From an optimization exercise on the open Yosys and OpenROAD flow, aimed at small area; shortcuts taken in it are not production practice. The RTL was checked by simulation tests, not by an equivalence proof against the original design. No driver is modelled on the clock port, so clocking that relies on it looks cheaper here than on a real chip.

==> job 9015 <==
Design fetch_top, start of the top module:
module fetch_top (
    input  logic    CLK,
    input  logic    reset,
    input  logic [1:0] pc_mux,
    input  logic [63:0] br_target,
    input  logic [63:0] mtvec,
    input  logic    trap,
    input  logic    br_stall_de,
    input  logic    br_stall_agex,
    input  logic    br_stall_mem,
    input  logic    mem_stall,
    output logic    de_v,
    output logic [31:0]   de_ir,
    output logic [63:0] de_npc,
    output logic    f_iam,
    output logic    f_iaf,
    output logic    f_ii
);
    localparam logic [31:0] NOP_INST = 32'h0000_0013;
    logic [63:0] fetch_pc;
    logic        fetch_req;
    logic        cache_hit;
    logic        fault;
    logic [31:0] rom_word;
    fetch_stage u_fetch_stage (
        .CLK           (CLK),
        .reset         (reset),
        .pc_mux        (pc_mux),
        .br_target     (br_target),
        .mtvec         (mtvec),
        .trap          (trap),
        .br_stall_de   (br_stall_de),
        .br_stall_agex (br_stall_agex),
        .br_stall_mem  (br_stall_mem),
        .mem_stall     (mem_stall),
        .cache_hit     (cache_hit),
        .fetch_pc      (fetch_pc),
        .fetch_req     (fetch_req),
        .de_v          (de_v),
        .fault         (fault),
        .f_iam         (f_iam),
        .f_iaf         (f_iaf)
    );
    inst_cache u_inst_cache (
        .CLK       (CLK),
        .reset     (reset),
        .fetch_pc  (fetch_pc[7:2]),
        .fetch_req (fetch_req),
        .hit       (cache_hit)
    );
    inst_rom u_inst_rom (
        .word_addr (fetch_pc[7:2]),
        .prev_word (rom_word)
    );
    assign de_npc = fetch_pc;
    assign de_ir  = fault ? NOP_INST : rom_word;
    legal_check u_legal_check (
        .de_v  (de_v),
        .de_ir (rom_word),
        .fault (fault),
        .f_ii  (f_ii)
    );
endmodule
==> module fetch_stage, before the edit <==
module fetch_stage (
    input  logic    CLK,
    input  logic    reset,
    input  logic [1:0] pc_mux,
    input  logic [63:0] br_target,
    input  logic [63:0] mtvec,
    input  logic    trap,
    input  logic    br_stall_de,
    input  logic    br_stall_agex,
    input  logic    br_stall_mem,
    input  logic    mem_stall,
    input  logic    cache_hit,
    output logic [63:0] fetch_pc,
    output logic    fetch_req,
    output logic    de_v,
    output logic    fault,
    output logic    f_iam,
    output logic    f_iaf
);
    logic [63:0] pc_next;
    logic        branch;
    logic        v_next;
    logic        misaligned;
    logic        hi_zero;
    logic        prev_in_rom;
    assign misaligned = |fetch_pc[1:0];
    assign hi_zero    = ~|fetch_pc[63:9];
    assign fetch_req = !misaligned && hi_zero && !fetch_pc[8];
    logic        adv;       
    logic        keep;      
    logic        ld_trap;
    logic        ld_br;
    logic [63:2] inc;       
    assign branch = br_stall_mem && (pc_mux == 2'd1);
    assign v_next = !trap && !br_stall_de && !br_stall_agex && !br_stall_mem &&
                    (!fetch_req || cache_hit);
    assign ld_trap = !reset && !mem_stall && trap;
    assign ld_br   = !reset && !mem_stall && !trap && branch;
    assign adv     = !reset && !mem_stall && v_next;
    assign keep    = !reset && !ld_trap && !ld_br;
    assign inc[2] = adv;
    for (genvar i = 3; i < 64; i++) begin : g_inc
        assign inc[i] = inc[i-1] && fetch_pc[i-1];
    end
    assign pc_next[1:0]  = ({2{ld_trap}} & mtvec[1:0]) | ({2{ld_br}} & br_target[1:0]) |
                           ({2{keep}} & fetch_pc[1:0]);
    assign pc_next[63:2] = ({62{ld_trap}} & mtvec[63:2]) | ({62{ld_br}} & br_target[63:2]) |
                           ({62{keep}} & (fetch_pc[63:2] ^ inc));
    always_ff @(posedge CLK) begin
        fetch_pc <= pc_next;
    end
    always_ff @(posedge CLK) begin
        if (reset) begin
            de_v <= 1'b0;
        end else if (!mem_stall) begin
            de_v <= v_next;
        end
    end
    assign prev_in_rom = hi_zero && (fetch_pc[8] ^ (|fetch_pc[7:2]));
    assign fault = misaligned || !prev_in_rom;
    assign f_iam = de_v && misaligned;
    assign f_iaf = de_v && !prev_in_rom;
endmodule
clock: 8.0 ns
lec_check: 0
cap_margin: 20
core_margin: 2
core_utilization: 40
slew_margin: 20
standard.sh (not shown) runs the stock make flow with config.mk's settings and CLKGATE_MAP_FILE= SYNTH_SCRIPT=/design/flow/synth_recipe.tcl, a recipe that flattens the netlist after the stock synthesis.
==> flow/flow/run.sh <==
#!/bin/bash
# The standard layout, with each port buffered by the smallest buffer cell
# instead of the one buffer_ports picks by default.
set -euo pipefail
export BUFFER_PORTS_ARGS="-buffer_cell sky130_fd_sc_hd__buf_1"
bash standard.sh finish > flow_make.log 2>&1
==> job 7767: changes against job 9015 <==
--- a/flow/design.v
+++ b/flow/design.v
@@ -114,40 +114,29 @@
     output logic    f_iaf
 );
+    logic [63:0] seq_pc;
     logic [63:0] pc_next;
     logic        branch;
+    logic        ld_pc;
     logic        v_next;
     logic        misaligned;
     logic        hi_zero;
     logic        prev_in_rom;
+    assign seq_pc     = fetch_pc + 64'd4;
     assign misaligned = |fetch_pc[1:0];
     assign hi_zero    = ~|fetch_pc[63:9];
     assign fetch_req = !misaligned && hi_zero && !fetch_pc[8];
-    logic        adv;       
-    logic        keep;      
-    logic        ld_trap;
-    logic        ld_br;
-    logic [63:2] inc;       
     assign branch = br_stall_mem && (pc_mux == 2'd1);
     assign v_next = !trap && !br_stall_de && !br_stall_agex && !br_stall_mem &&
                     (!fetch_req || cache_hit);
-    assign ld_trap = !reset && !mem_stall && trap;
-    assign ld_br   = !reset && !mem_stall && !trap && branch;
-    assign adv     = !reset && !mem_stall && v_next;
-    assign keep    = !reset && !ld_trap && !ld_br;
-    assign inc[2] = adv;
-    for (genvar i = 3; i < 64; i++) begin : g_inc
-        assign inc[i] = inc[i-1] && fetch_pc[i-1];
-    end
-    assign pc_next[1:0]  = ({2{ld_trap}} & mtvec[1:0]) | ({2{ld_br}} & br_target[1:0]) |
-                           ({2{keep}} & fetch_pc[1:0]);
-    assign pc_next[63:2] = ({62{ld_trap}} & mtvec[63:2]) | ({62{ld_br}} & br_target[63:2]) |
-                           ({62{keep}} & (fetch_pc[63:2] ^ inc));
-    always_ff @(posedge CLK) begin
-        fetch_pc <= pc_next;
-    end
+    assign ld_pc  = trap || branch || v_next;
+    assign pc_next = trap ? mtvec : branch ? br_target : seq_pc;
     always_ff @(posedge CLK) begin
         if (reset) begin
-            de_v <= 1'b0;
+            fetch_pc <= 64'd0;
+            de_v     <= 1'b0;
         end else if (!mem_stall) begin
+            if (ld_pc) begin
+                fetch_pc <= pc_next;
+            end
             de_v <= v_next;
         end
==> flow/run.sh (new file) <==
#!/bin/bash
# synth_recipe.tcl (not shown) runs the flow's synth.tcl, then flattens the netlist and writes it again
# the make line also repeats each setting of config.mk as NAME=value (left out here)
make -C /OpenROAD-flow-scripts/flow DESIGN_CONFIG=/design/flow/config.mk WORK_HOME=/design/flow/orfs CLKGATE_MAP_FILE= SYNTH_SCRIPT=/design/flow/synth_recipe.tcl finish
removed: flow/flow/run.sh
removed: flow/standard.sh
==> job 5868: changes against job 9015 <==
==> flow/run.sh (new file) <==
#!/bin/bash
# synth_recipe.tcl (not shown) runs the flow's synth.tcl, then flattens the netlist and writes it again
# the make line also repeats each setting of config.mk as NAME=value (left out here)
make -C /OpenROAD-flow-scripts/flow DESIGN_CONFIG=/design/flow/config.mk WORK_HOME=/design/flow/orfs CLKGATE_MAP_FILE= SYNTH_SCRIPT=/design/flow/synth_recipe.tcl finish
removed: flow/flow/run.sh
removed: flow/standard.sh
==> results_dict.tcl <==
set metrics [dict create \
    num-multi-input-gates 474 \
    vias_per_cell 5.821 \
    status "complete, but fails checks" \
    worstSkewPairLatency_ps 350 \
    fillers 1222 \
    post-route-worst-setup-slack_ps -3634 \
    gr-usage-all-layers 0.2817 \
    cp_data_arrival_time_ps 11870 \
    comb_power_uw 469 \
    drt-initial-drc-count 754 \
    final_standard_cell_count_with_taps_included_and_fillers_excluded 1232 \
    initial_utilization 0.4114 \
    signal_buffers 344 \
    fp.dieArea_mm2 0.01744 \
    cp-end-kind "flop" \
    min_delay_worst_endpoint "u_inst_cache.line_v[1]" \
    vdd_ir_drop_max_v 0.0001240 \
    share_comb_of_total_power 0.298 \
    grt_first_pass_wirelength_um 38920 \
    report.final.setup_viol 25 \
    count_of_sequential_standard_cells 105 \
    blocking_checks "setup timing" \
]
Source of the figures above: job 5868

==> results_dict.tcl <==
set metrics [dict create \
    count_of_sequential_standard_cells 108 \
    cp-end-kind "primary output" \
    signal_buffers 259 \
    fp.dieArea_mm2 0.02222 \
    share_comb_of_total_power 0.280 \
    grt_first_pass_wirelength_um 52570 \
    worstSkewPairLatency_ps 370 \
    vias_per_cell 6.174 \
    drt-initial-drc-count 807 \
    gr-usage-all-layers 0.3028 \
    final_standard_cell_count_with_taps_included_and_fillers_excluded 1581 \
    status "no timing/DRC/antenna violations" \
    post-route-worst-setup-slack_ps 1691 \
    fillers 2035 \
    report.final.setup_viol 0 \
    min_delay_worst_endpoint "u_inst_cache.line_v[4]" \
    initial_utilization 0.4042 \
    vdd_ir_drop_max_v 0.00009524 \
]
Source of the figures above: job 7767

==> results_dict.tcl <==
set metrics [dict create \
    count_of_sequential_standard_cells 105 \
    post-route-worst-setup-slack_ps -3736 \
    blocking_checks "setup timing" \
    gr-usage-all-layers 0.2650 \
    comb_power_uw 378 \
    grt_first_pass_wirelength_um 36920 \
    fp.dieArea_mm2 0.01744 \
    signal_buffers 335 \
    num-multi-input-gates 474 \
    vias_per_cell 5.713 \
    final_standard_cell_count_with_taps_included_and_fillers_excluded 1221 \
    drt-initial-drc-count 784 \
    initial_utilization 0.4114 \
    cp_data_arrival_time_ps 11970 \
    worstSkewPairLatency_ps 360 \
    cp-end-kind "flop" \
    report.final.setup_viol 25 \
    yosysUniqueCellTypes 66 \
    status "complete, but fails checks" \
    min_delay_worst_endpoint "u_inst_cache.line_v[6]" \
    fillers 1472 \
    worst_ep_required_time_ps 8230 \
]
Source of the figures above: job 9015



==> inputs of build 1 <==
Another version of the RTL of fetch_top (not shown whole).
==> module fetch_stage, before the edit <==
module fetch_stage (
    input  logic    CLK,
    input  logic    reset,
    input  logic [1:0] pc_mux,
    input  logic [63:0] br_target,
    input  logic [63:0] mtvec,
    input  logic    trap,
    input  logic    br_stall_de,
    input  logic    br_stall_agex,
    input  logic    br_stall_mem,
    input  logic    mem_stall,
    input  logic    cache_hit,
    output logic [63:0] fetch_pc,
    output logic    fetch_req,
    output logic    de_v,
    output logic    fault,
    output logic    f_iam,
    output logic    f_iaf
);
    logic [63:0] pc_next;
    logic        branch;
    logic        v_next;
    logic        misaligned;
    logic        hi_zero;
    logic        prev_in_rom;
    assign misaligned = |fetch_pc[1:0];
    assign hi_zero    = ~|fetch_pc[63:9];
    assign fetch_req = !misaligned && hi_zero && !fetch_pc[8];
    logic        adv;       
    logic        keep;      
    logic        ld_trap;
    logic        ld_br;
    logic [63:2] inc;       
    assign branch = br_stall_mem && (pc_mux == 2'd1);
    assign v_next = !trap && !br_stall_de && !br_stall_agex && !br_stall_mem &&
                    (!fetch_req || cache_hit);
    assign ld_trap = !reset && !mem_stall && trap;
    assign ld_br   = !reset && !mem_stall && !trap && branch;
    assign adv     = !reset && !mem_stall && v_next;
    assign keep    = !reset && !ld_trap && !ld_br;
    localparam int BLK = 16;
    logic [63:2] ones;      
    logic [63/BLK:0] blk;      
    for (genvar i = 2; i < 64; i++) begin : g_ones
        if ((i - 2) % BLK == 0) begin : g_first
            assign ones[i] = fetch_pc[i];
        end else begin : g_next
            assign ones[i] = ones[i-1] && fetch_pc[i];
        end
    end
    assign blk[0] = adv;
    for (genvar j = 1; j <= 61/BLK; j++) begin : g_blk
        assign blk[j] = blk[j-1] && ones[BLK*j+1];
    end
    for (genvar i = 2; i < 64; i++) begin : g_inc
        if ((i - 2) % BLK == 0) begin : g_first
            assign inc[i] = blk[(i-2)/BLK];
        end else begin : g_next
            assign inc[i] = blk[(i-2)/BLK] && ones[i-1];
        end
    end
    assign pc_next[1:0]  = ({2{ld_trap}} & mtvec[1:0]) | ({2{ld_br}} & br_target[1:0]) |
                           ({2{keep}} & fetch_pc[1:0]);
    assign pc_next[63:2] = (({62{ld_trap}} & mtvec[63:2]) | ({62{ld_br}} & br_target[63:2]) |
                            ({62{keep}} & fetch_pc[63:2])) ^ inc;
    always_ff @(posedge CLK) begin
        fetch_pc <= pc_next;
    end
    always_ff @(posedge CLK) begin
        if (reset) begin
            de_v <= 1'b0;
        end else if (!mem_stall) begin
            de_v <= v_next;
        end
    end
    assign prev_in_rom = hi_zero && (fetch_pc[8] ^ (|fetch_pc[7:2]));
    assign fault = misaligned || !prev_in_rom;
    assign f_iam = de_v && misaligned;
    assign f_iaf = de_v && !prev_in_rom;
endmodule
clock: 8.0 ns
lec_check: 0
cap_margin: 10
core_margin: 2
core_utilization: 60
slew_margin: 10
==> flow/flow/run.sh <==
#!/bin/bash
# The standard layout, with three changes:
#  * after the standard synthesis, its combinational cells are mapped again by
#    ABC with area-oriented scripts (flip-flops, their names and cell types
#    are left as the standard synthesis made them); of the scripts below, the
#    smallest netlist whose worst setup slack (OpenSTA, no wires) is at least
#    -0.1 ns is kept;
#  * each port is buffered by the smallest buffer cell instead of the one
#    buffer_ports picks by default;
#  * clock tree synthesis without dummy loads and with smaller clock buffers.
set -euo pipefail
HERE=$(pwd)
LIB=$FLOW_HOME/platforms/sky130hd/lib/sky130_fd_sc_hd__tt_025C_1v80.lib
YOSYS=${YOSYS_EXE:-$FLOW_HOME/../tools/install/yosys/bin/yosys}
command -v "$YOSYS" > /dev/null || YOSYS=yosys
R=$HERE/orfs/results/sky130hd/fetch_top/base

bash standard.sh synth > flow_synth.log 2>&1

cp $R/1_2_yosys.v $HERE/std_netlist.v
python3 flow/mkmap.py $LIB $HERE/comb_cells.v > flow_mkmap.log 2>&1

best=""
best_area=""
best_slack=""
for s in d3 f1 f2 f4; do
  cat > $HERE/resyn_$s.ys <<EOT
read_liberty -lib $LIB
read_verilog $HERE/std_netlist.v
hierarchy -top fetch_top
techmap -map $HERE/comb_cells.v
opt -purge
techmap
opt -purge
abc -liberty $LIB -dont_use *probe* -dont_use *lpflow* -script $HERE/flow/$s.abc
setundef -zero
splitnets
opt_clean -purge
hilomap -singleton -hicell sky130_fd_sc_hd__conb_1 HI -locell sky130_fd_sc_hd__conb_1 LO
insbuf -buf sky130_fd_sc_hd__buf_4 A X
stat -liberty $LIB
write_verilog -noattr -noexpr -nohex -nodec $HERE/resyn_$s.v
EOT
  if ! "$YOSYS" -s $HERE/resyn_$s.ys > flow_resyn_$s.log 2>&1; then continue; fi
  area=$(grep "Chip area" flow_resyn_$s.log | tail -1 | awk '{print $NF}')
  cat > $HERE/sta_$s.tcl <<EOT
read_liberty $LIB
read_verilog $HERE/resyn_$s.v
link_design fetch_top
read_sdc $HERE/constraint.sdc
set_wire_load_model -name "Small"
report_worst_slack -max -digits 3
EOT
  openroad -no_init -exit $HERE/sta_$s.tcl > flow_sta_$s.log 2>&1 || continue
  slack=$(grep "worst slack" flow_sta_$s.log | tail -1 | awk '{print $NF}')
  [[ -n "$area" && -n "$slack" ]] || continue
  echo "script $s area $area slack $slack" >> flow_choice.log
  if awk -v s="$slack" 'BEGIN{exit !(s >= -0.1)}'; then
    if [[ -z "$best" ]] || awk -v a="$area" -v b="$best_area" 'BEGIN{exit !(a < b)}'; then
      best=$s; best_area=$area; best_slack=$slack
    fi
  fi
done
[[ -n "$best" ]] || best=d3
echo "chosen $best" >> flow_choice.log

# hand the new netlist to the rest of the flow
cp $HERE/resyn_$best.v $R/1_2_yosys.v
rm -f $R/1_synth.odb $R/1_synth.sdc
export BUFFER_PORTS_ARGS="-buffer_cell sky130_fd_sc_hd__buf_1"
export CTS_ARGS="-sink_clustering_enable -repair_clock_nets -dont_use_dummy_load -buf_list sky130_fd_sc_hd__clkbuf_8 -root_buf sky130_fd_sc_hd__clkbuf_8 -sink_clustering_size 35 -sink_clustering_max_diameter 100"
bash standard.sh synth > flow_synth2.log 2>&1
bash standard.sh finish > flow_finish.log 2>&1
==> flow/flow/f2.abc <==
strash; &get -n; &deepsyn -T 30; &b -d; &dch -f; &nf -R 1000; &put
==> flow/flow/f4.abc <==
strash; &get -n; &dc2; &dc2; &b -d; &dch -f; &nf -R 1000; &put
Other scripts of this flow, unchanged in this note and not shown: flow/flow/d3.abc, flow/flow/f1.abc, flow/flow/mkmap.py
==> trial 67 (differences from build 1) <==
--- a/flow/design.v
+++ b/flow/design.v
@@ -484,8 +484,8 @@
     end
     assign pc_next[1:0]  = ({2{ld_trap}} & mtvec[1:0]) | ({2{ld_br}} & br_target[1:0]) |
                            ({2{keep}} & fetch_pc[1:0]);
-    assign pc_next[63:2] = (({62{ld_trap}} & mtvec[63:2]) | ({62{ld_br}} & br_target[63:2]) |
-                            ({62{keep}} & fetch_pc[63:2])) ^ inc;
+    assign pc_next[63:2] = ({62{ld_trap}} & mtvec[63:2]) | ({62{ld_br}} & br_target[63:2]) |
+                           ({62{keep}} & (fetch_pc[63:2] ^ inc));
     always_ff @(posedge CLK) begin
         fetch_pc <= pc_next;
     end
--- a/flow/flow/run.sh
+++ b/flow/flow/run.sh
@@ -4,10 +4,12 @@
 #    ABC with area-oriented scripts (flip-flops, their names and cell types
 #    are left as the standard synthesis made them); of the scripts below, the
 #    smallest netlist whose worst setup slack (OpenSTA, no wires) is at least
-#    -0.1 ns is kept;
+#    -0.05 ns is kept;
 #  * each port is buffered by the smallest buffer cell instead of the one
 #    buffer_ports picks by default;
-#  * clock tree synthesis without dummy loads and with smaller clock buffers.
+#  * clock tree synthesis without dummy loads and with smaller clock buffers;
+#    a clock buffer whose sinks would see a slew over 100 ps is upsized again
+#    (flow/fixclk.tcl, run right after clock tree synthesis).
 set -euo pipefail
 HERE=$(pwd)
 LIB=$FLOW_HOME/platforms/sky130hd/lib/sky130_fd_sc_hd__tt_025C_1v80.lib
@@ -23,7 +25,7 @@
 best=""
 best_area=""
 best_slack=""
-for s in d3 f1 f2 f4; do
+for s in d3 f1 s3 s7 s22 s26; do
   cat > $HERE/resyn_$s.ys <<EOT
 read_liberty -lib $LIB
 read_verilog $HERE/std_netlist.v
@@ -44,6 +46,8 @@
   if ! "$YOSYS" -s $HERE/resyn_$s.ys > flow_resyn_$s.log 2>&1; then continue; fi
   area=$(grep "Chip area" flow_resyn_$s.log | tail -1 | awk '{print $NF}')
   cat > $HERE/sta_$s.tcl <<EOT
+read_lef $FLOW_HOME/platforms/sky130hd/lef/sky130_fd_sc_hd.tlef
+read_lef $FLOW_HOME/platforms/sky130hd/lef/sky130_fd_sc_hd_merged.lef
 read_liberty $LIB
 read_verilog $HERE/resyn_$s.v
 link_design fetch_top
@@ -55,7 +59,7 @@
   slack=$(grep "worst slack" flow_sta_$s.log | tail -1 | awk '{print $NF}')
   [[ -n "$area" && -n "$slack" ]] || continue
   echo "script $s area $area slack $slack" >> flow_choice.log
-  if awk -v s="$slack" 'BEGIN{exit !(s >= -0.1)}'; then
+  if awk -v s="$slack" 'BEGIN{exit !(s >= -0.05)}'; then
     if [[ -z "$best" ]] || awk -v a="$area" -v b="$best_area" 'BEGIN{exit !(a < b)}'; then
       best=$s; best_area=$area; best_slack=$slack
     fi
@@ -69,5 +73,6 @@
 rm -f $R/1_synth.odb $R/1_synth.sdc
 export BUFFER_PORTS_ARGS="-buffer_cell sky130_fd_sc_hd__buf_1"
 export CTS_ARGS="-sink_clustering_enable -repair_clock_nets -dont_use_dummy_load -buf_list sky130_fd_sc_hd__clkbuf_8 -root_buf sky130_fd_sc_hd__clkbuf_8 -sink_clustering_size 35 -sink_clustering_max_diameter 100"
+export POST_CTS_TCL=$HERE/flow/fixclk.tcl
 bash standard.sh synth > flow_synth2.log 2>&1
 bash standard.sh finish > flow_finish.log 2>&1
==> flow/flow/fixclk.tcl (new file) <==
# Upsize each clock tree buffer whose sinks see a slew over 100 ps (placement
# estimate) to clkbuf_16, then legalize the placement again.
estimate_parasitics -placement
set fixed 0
foreach inst [get_cells clkbuf_*] {
  set worst 0
  foreach pin [get_pins -of_objects $inst -filter "direction == output"] {
    foreach sink [get_pins -of_objects [get_nets -of_objects $pin] -filter "direction == input"] {
      set s [get_property $sink slew_max]
      if {$s > $worst} { set worst $s }
    }
  }
  if {$worst > 0.100} {
    replace_cell $inst sky130_fd_sc_hd__clkbuf_16
    incr fixed
  }
}
puts "fixclk: upsized $fixed clock buffers"
if {$fixed > 0} {
  detailed_placement
  estimate_parasitics -placement
}
==> flow/flow/s22.abc (new file) <==
strash
&get -n
&dc2
&dc2
&b
&dc2
&b
&dch -f
&nf -R 1000
&put
==> flow/flow/s26.abc (new file) <==
strash
&get -n
&dc2
&b
&dc2
&b
&dch -f
&nf -R 1000 -p
&put
==> flow/flow/s3.abc (new file) <==
strash
&get -n
&dc2
&dc2
&dc2
&b
&dch -f
&nf -R 1000
&put
==> flow/flow/s7.abc (new file) <==
strash
&get -n
&dc2
&b
&dc2
&b
&dch -f
&nf -R 1000
&put
CORE_UTILIZATION = 75   (was 60)
removed: flow/flow/f2.abc
removed: flow/flow/f4.abc
==> comparison table <==
item	trial 67	build 1
Status	aborted with a tool error	no timing/DRC/antenna violations
Stage where the flow stopped	global placement	-
Die H	90.5 um	103 um
Warning count from the yosys run	2	2
Mapped Cells	663	717
Top-Level Pins	237	237
Cell Area, Synth	5620 um^2	5900 um^2
Initial cell density of the core	77.4%	61.2%
Die Wd	90.5 um	103 um
Post-Syn Nets	800	854
Mean post-synth cell area	8.47 um^2	8.23 um^2
Quantity of I/O buffers inserted on ports	236	236
Num rows	31	36

-- port drivers added, routing unchanged --
The flow's constraints put no driver on any port. The routed layouts listed below were extracted and timed again, unchanged, in two steps. Step 1 (the two cells are an assumption about what drives the block):
set clk [get_ports {CLK}]
set_driving_cell -lib_cell sky130_fd_sc_hd__clkbuf_16 $clk
set_driving_cell -lib_cell sky130_fd_sc_hd__buf_2 [delete_from_list [all_inputs] $clk]
Step 2, shift: input delay + t, output delay - t, t = (earliest + latest rising clock arrival at the registers) / 2. This alone moves slack from input paths to output paths. Three values: ideal, step 1, step 2; two values: the first two.
| run | t (ns) | setup WS [ns] | worst hold slack (ns) | pins driven straight from the clock port |
|---|---|---|---|---|
| job 9015 | 0.396 | -3.736 / -3.736 / -4.076 | 0.472 / 0.472 / 0.472 | 1 |
| job 7767 | 0.410 | 1.691 / 1.642 / 2.053 | 0.477 / 0.477 / 0.477 | 1 |
| job 5868 | 0.394 | -3.634 / -3.638 / -4.031 | 0.479 / 0.479 / 0.479 | 1 |
| build 1 | 0.395 | 1.010 / 1.025 / 0.630 | 0.491 / 0.491 / 0.491 | 1 |
The setup slack of job 5868, which loses most, moves by -0.004 ns with the drivers and by -0.397 ns with both steps.
